Source: an optimization exercise on an open RTL-to-GDS flow (aim: small area, a short achievable clock period and few clock cycles per item). Production flows keep margins and buffers that such runs may drop.
Function was checked by simulation only, so behaviour that the tests miss may differ from the original.
Power and IR drop assume default switching activity.

`flow/run.sh`:
```
#!/bin/bash
# synth_recipe.tcl (not shown) runs the flow's synth.tcl, then flattens the netlist and writes it again
# the make line also repeats each setting of config.mk as NAME=value (left out here)
make -C /OpenROAD-flow-scripts/flow DESIGN_CONFIG=/design/flow/config.mk WORK_HOME=/design/flow/orfs CLKGATE_MAP_FILE= SYNTH_SCRIPT=/design/flow/synth_recipe.tcl finish
```
`flow/config.mk`:
```
export PLATFORM = sky130hd
export DESIGN_NAME = sorted_key_table
export DESIGN_NICKNAME = sorted_key_table
export VERILOG_FILES = /design/flow/design.v
export SDC_FILE = /design/flow/constraint.sdc
export NUM_CORES = 4
export LEC_CHECK = 0
export CAP_MARGIN = 20
export CORE_MARGIN = 2
export CORE_UTILIZATION = 55
export PLACE_DENSITY = 0.65
export SETUP_SLACK_MARGIN = 3.8
export SLEW_MARGIN = 20
export SYNTH_MEMORY_MAX_BITS = 8192
```
`flow/constraint.sdc`:
```
create_clock -name core_clock -period 7.0 [get_ports {clk}]
set_input_delay 1.4000 -clock core_clock [delete_from_list [all_inputs] [get_ports {clk}]]
set_output_delay 1.4000 -clock core_clock [all_outputs]
set_load 0.01 [all_outputs]
```
`flow/design.v`:
```
module skt_lt32 (
  input  logic [31:0] a,
  input  logic [31:0] b,
  output logic        lt
);
  logic [31:0] g0, p0;
  logic [15:0] g1, p1;
  logic [7:0]  g2, p2;
  logic [3:0]  g3, p3;
  logic [1:0]  g4, p4;
  assign g0 = ~a & b;
  assign p0 = ~a | b;
  for (genvar i = 0; i < 16; i++) begin : g_l1
    assign g1[i] = g0[2*i+1] | (p0[2*i+1] & g0[2*i]);
    assign p1[i] = p0[2*i+1] & p0[2*i];
  end
  for (genvar i = 0; i < 8; i++) begin : g_l2
    assign g2[i] = g1[2*i+1] | (p1[2*i+1] & g1[2*i]);
    assign p2[i] = p1[2*i+1] & p1[2*i];
  end
  for (genvar i = 0; i < 4; i++) begin : g_l3
    assign g3[i] = g2[2*i+1] | (p2[2*i+1] & g2[2*i]);
    assign p3[i] = p2[2*i+1] & p2[2*i];
  end
  for (genvar i = 0; i < 2; i++) begin : g_l4
    assign g4[i] = g3[2*i+1] | (p3[2*i+1] & g3[2*i]);
    assign p4[i] = p3[2*i+1] & p3[2*i];
  end
  assign lt = g4[1] | (p4[1] & g4[0]);
endmodule
module sorted_key_table #(
  parameter int unsigned CAPACITY     = 64,
  parameter int unsigned KEY_WIDTH    = 32,
  parameter int unsigned HANDLE_WIDTH = 32
) (
  input  logic          clk,
  input  logic          rst,
  input  logic          s_tvalid,
  output logic          s_tready,
  input  logic [72-1:0] s_tdata,
  output logic          m_tvalid,
  input  logic          m_tready,
  output logic [80-1:0] m_tdata
);
  localparam int unsigned N  = 64;
  localparam int unsigned AW = 6;
  localparam int unsigned CW = 7;
  localparam logic [1:0] OP_INSERT     = 2'd0;
  localparam logic [1:0] OP_FIND_EXACT = 2'd1;
  localparam logic [1:0] OP_FIND_ABOVE = 2'd2;
  localparam logic [1:0] OP_READ       = 2'd3;
  localparam logic [1:0] STS_OK        = 2'd0;
  localparam logic [1:0] STS_NOT_FOUND = 2'd1;
  localparam logic [1:0] STS_FULL      = 2'd2;
  logic        skid_v;
  logic [79:0] skid_d;
  logic        stall;
  logic        accept;
  assign stall    = skid_v;
  assign s_tready = !skid_v;
  assign accept   = s_tvalid && !skid_v;
  logic          in_v;
  logic [1:0]    in_op;
  logic [31:0]   in_key;
  logic [31:0]   in_hdl;
  logic [AW-1:0] in_idx;
  always_ff @(posedge clk) begin
    if (rst) begin
      in_v <= 1'b0;
    end else if (!stall) begin
      in_v <= accept;
    end
  end
  always_ff @(posedge clk) begin
    if (accept) begin
      in_op  <= s_tdata[1:0];
      in_key <= s_tdata[33:2];
      in_hdl <= s_tdata[65:34];
      in_idx <= s_tdata[71:66];
    end
  end
  logic [31:0]   tab_key [N];
  logic [31:0]   tab_hdl [N];
  logic [N-1:0]  valid;      
  logic [CW-1:0] cnt;
  logic [N-1:0]  mv_new;
  logic [N-1:0]  mv_prev;
  logic [N-1:0]  mv_keep;
  logic          mv_pend;    
  logic          s2_v;
  logic [1:0]    s2_op;
  logic [N-1:0]  s2_lt;
  logic          s2_ok;
  logic [CW-1:0] s2_cnt;    
  logic [AW-1:0] s2_idx;
  logic [31:0]   s2_key;
  logic [31:0]   s2_hdl;
  logic [N-1:0] s1_raw;      
  logic         s1_newlt;    
  logic [N-1:0] s1_lt;       
  logic         s1_adv;
  logic         s1_full;
  logic         s1_ins;
  logic         s1_ok;
  for (genvar p = 0; p < N; p++) begin : g_cmp
    skt_lt32 u_lt (.a(tab_key[p]), .b(in_key), .lt(s1_raw[p]));
  end
  skt_lt32 u_newlt (.a(s2_key), .b(in_key), .lt(s1_newlt));
  for (genvar p = 0; p < N; p++) begin : g_fix
    logic moved;
    if (p == 0) begin : g_first
      assign moved = s1_newlt;
    end else begin : g_rest
      assign moved = s2_lt[p-1] ? s1_newlt : s1_raw[p-1];
    end
    assign s1_lt[p] = valid[p] && ((!mv_pend || s2_lt[p]) ? s1_raw[p] : moved);
  end
  assign s1_adv  = in_v && !stall;
  assign s1_full = valid[N-1];
  assign s1_ins  = s1_adv && (in_op == OP_INSERT) && !s1_full;
  always_comb begin
    unique case (in_op)
      OP_INSERT:     s1_ok = !s1_full;
      OP_FIND_EXACT,
      OP_FIND_ABOVE: s1_ok = |(valid & ~s1_lt);
      default:       s1_ok = (CW'(in_idx) < cnt);
    endcase
  end
  always_ff @(posedge clk) begin
    if (rst) begin
      mv_pend <= 1'b0;
      mv_new  <= '0;
      mv_prev <= '0;
      mv_keep <= '1;
    end else begin
      mv_pend <= s1_ins;
      for (int p = 0; p < N; p++) begin
        mv_new[p]  <= s1_ins && !s1_lt[p] && (p == 0 || s1_lt[(p == 0) ? 0 : p-1]);
        mv_prev[p] <= s1_ins && !s1_lt[p] && p != 0 && !s1_lt[(p == 0) ? 0 : p-1];
        mv_keep[p] <= !(s1_ins && !s1_lt[p]);
      end
    end
  end
  always_ff @(posedge clk) begin
    if (rst) begin
      valid <= '0;
      cnt   <= '0;
    end else if (s1_ins) begin
      valid <= {valid[N-2:0], 1'b1};
      cnt   <= cnt + CW'(1);
    end
  end
  for (genvar p = 0; p < N; p++) begin : g_pos
    logic [63:0] prev;
    if (p == 0) begin : g_first
      assign prev = '0;
    end else begin : g_rest
      assign prev = {tab_hdl[p-1], tab_key[p-1]};
    end
    always_ff @(posedge clk) begin
      {tab_hdl[p], tab_key[p]} <= ({64{mv_new[p]}}  & {s2_hdl, s2_key})
                                | ({64{mv_prev[p]}} & prev)
                                | ({64{mv_keep[p]}} & {tab_hdl[p], tab_key[p]});
    end
  end
  always_ff @(posedge clk) begin
    if (rst) begin
      s2_v <= 1'b0;
    end else if (!stall) begin
      s2_v <= in_v;
    end
  end
  always_ff @(posedge clk) begin
    if (!stall) begin
      s2_op  <= in_op;
      s2_lt  <= s1_lt;
      s2_ok  <= s1_ok;
      s2_cnt <= cnt + CW'(s1_ins);
      s2_idx <= in_idx;
      s2_key <= in_key;
      s2_hdl <= in_hdl;
    end
  end
  logic [N-1:0]  s2_edge;
  logic [N-1:0]  s2_sel;
  logic [AW-1:0] s2_lb;
  logic [AW-1:0] s2_pos;
  logic [1:0]    s2_status;
  logic          s2_read;
  logic          s2_ins;
  assign s2_read = (s2_op == OP_READ);
  assign s2_ins  = (s2_op == OP_INSERT);
  for (genvar p = 0; p < N; p++) begin : g_sel
    if (p == 0) begin : g_first
      assign s2_edge[p] = !s2_lt[p];
    end else begin : g_rest
      assign s2_edge[p] = s2_lt[p-1] && !s2_lt[p];
    end
    assign s2_sel[p] = s2_ok && !s2_ins && (s2_read ? (s2_idx == AW'(p)) : s2_edge[p]);
  end
  always_comb begin
    s2_lb = '0;
    for (int p = 0; p < N; p++) begin
      if (s2_edge[p]) s2_lb = s2_lb | AW'(p);
    end
  end
  assign s2_pos    = !s2_ok ? '0 : (s2_read ? s2_idx : s2_lb);
  assign s2_status = s2_ok ? STS_OK : (s2_ins ? STS_FULL : STS_NOT_FOUND);
  logic [63:0] s2_entry;
  always_comb begin
    s2_entry = {64{s2_ins && s2_ok}} & {s2_hdl, s2_key};
    for (int p = 0; p < N; p++) begin
      s2_entry = s2_entry | ({64{s2_sel[p]}} & {tab_hdl[p], tab_key[p]});
    end
  end
  logic          s3_v;
  logic [63:0]   s3_entry;
  logic [AW-1:0] s3_pos;
  logic [1:0]    s3_status;
  logic [CW-1:0] s3_cnt;
  logic          s3_exact;
  logic [31:0]   s3_key;
  always_ff @(posedge clk) begin
    if (rst) begin
      s3_v <= 1'b0;
    end else if (!stall) begin
      s3_v <= s2_v;
    end
  end
  always_ff @(posedge clk) begin
    if (!stall) begin
      s3_entry  <= s2_entry;
      s3_pos    <= s2_pos;
      s3_status <= s2_status;
      s3_cnt    <= s2_cnt;
      s3_exact  <= (s2_op == OP_FIND_EXACT);
      s3_key    <= s2_key;
    end
  end
  logic        s3_miss;
  logic [79:0] s3_reply;
  assign s3_miss  = s3_exact && (s3_entry[31:0] != s3_key);
  assign s3_reply = s3_miss ? {1'b0, s3_cnt, 64'd0, 6'd0, STS_NOT_FOUND}
                            : {1'b0, s3_cnt, s3_entry, s3_pos, s3_status};
  logic        o_free;
  logic [79:0] o_data;
  assign o_free = !m_tvalid || m_tready;
  always_ff @(posedge clk) begin
    if (rst) begin
      m_tvalid <= 1'b0;
      skid_v   <= 1'b0;
    end else if (skid_v) begin
      if (o_free) begin
        m_tvalid <= 1'b1;
        skid_v   <= 1'b0;
      end
    end else if (s3_v) begin
      if (o_free) begin
        m_tvalid <= 1'b1;
      end else begin
        skid_v <= 1'b1;
      end
    end else if (o_free) begin
      m_tvalid <= 1'b0;
    end
  end
  always_ff @(posedge clk) begin
    if (o_free) begin
      o_data <= skid_v ? skid_d : s3_reply;
    end
  end
  always_ff @(posedge clk) begin
    if (!skid_v && !o_free) begin
      skid_d <= s3_reply;
    end
  end
  assign m_tdata = o_data;
endmodule
```
==> results.txt <==
- Status: did not finish
- Fail Step: global routing (5_1_grt)
- Tool error: [ERROR GRT-0116] Global routing finished with congestion. Check the congestion regions in the DRC Viewer.
- Max clock buf depth: 4
- Post-Synthesis Cells: 24,518
- Dpl cells: 28,510
- Top FF cell, synth: dfxtp_1
- Post-synthesis sequential area ratio: 44.6%
- Most frequent cell after synthesis: inv_1
- Yosys reg bits: ~4,900
- Clk root buf: clkbuf_16
- Top post-synthesis cells by area: dfxtp_1 (38%), a222oi_1 (19%), inv_1 (7.3%)
- Vias in the first global route: slightly above 300k
- Synthesis warning total: 5
- Synth top cells by count: inv_1 (4,468), a222oi_1 (4,423), dfxtp_1 (4,364)
- # H-tree levels: 6
- Placed Area: ~0.24 mm²
- Post-synth ARST share: 0%
- Die Span X: about 650 µm
- Placement Setup Slack: a little over 0.6 ns
- Num CTS Buffers: 525
- Die height: 649 µm
- Netlist Area Pre-Place: ~0.23 mm²
- Post-synth EDFFs: slightly below 500
- PortBufs: about 160
- Syn Nets: approximately 25,000
- Core Rows: approximately 240
- Distinct cells, synth: a little under 100
- Clock Sinks: ~4,900
- Starting Density: between 50% and 60%
- GP Congestion: roughly 1.3
- Grt total ovfl: 9,194
- GR Util All Layers: between 90% and 100%
- I/O pin count: about 160
- Cell taking the most area after synthesis: dfxtp_1
- HPWL Detailed: around 1,200,000 µm
- Largest net degree at the start of global routing: between 70 and 80
- First-pass GRT wire length: around 3,000,000 µm
- Post-synth top area share: about two fifths
- Avg Inst Size Synth: ~9.3 µm²
[metal layers]
layer  GRT overflow  GRT usage, %
met4           2546          98.1
met2           3860           102
met1           1275          96.0
met5            177          81.6
met3           1336          92.4
[logic make-up after synthesis]
| kind of cell | count (synthesis) | synth area share, % |
|---|---|---|
| AOI/OAI and AO/OA | 8656 | 33.4 |
| xor gates and xnor gates | 42 | 0.161 |
| adders and majority gates | 425 | 1.88 |
| buffers and inverters | 7196 | 11.9 |
| DFF | 4850 | 44.6 |
| muxes | 90 | 0.438 |
| other | 1 | 0.00164 |
| and+or+nand+nor | 3258 | 7.62 |
[power groups by stage]
stage	combinational [mW]	sequential, mW	clock [mW]
floorplan	2.73	30.1	0
global placement	4.86	30.9	0
detailed placement	4.93	31.0	0
CTS	5.59	30.4	29.3
[stage by stage]
step	power [mW]	hold WS [ns]
CTS	65.3	0.407
detailed placement	35.9	0.405
global placement	35.8	0.400
floorplan	32.9	0.400
[what timing repair did]
action / 4_1_cts
hold buffers: 0
pin swaps: 505
setup buffers: 560
gates cloned: 76
setup endpoints to repair: 518
gates resized for setup: 1856
[worst max-delay path by stage]
stage | start | endpoint | slack, ns | depth (start not counted)
floorplan | in_key[0]$_DFFE_PP_ | s2_ok$_DFFE_PN_ | 3.72 | 12
global placement | in_key[12]$_DFFE_PP_ | s2_ok$_DFFE_PN_ | 0.30 | 15
detailed placement | in_key[27]$_DFFE_PP_ | s2_ok$_DFFE_PN_ | 0.61 | 14
CTS | in_key[29]$_DFFE_PP_ | s2_ok$_DFFE_PN_ | 2.62 | 15
Testbench counts, summed over its fixed seeds: cycles 16,095, items 15,583.
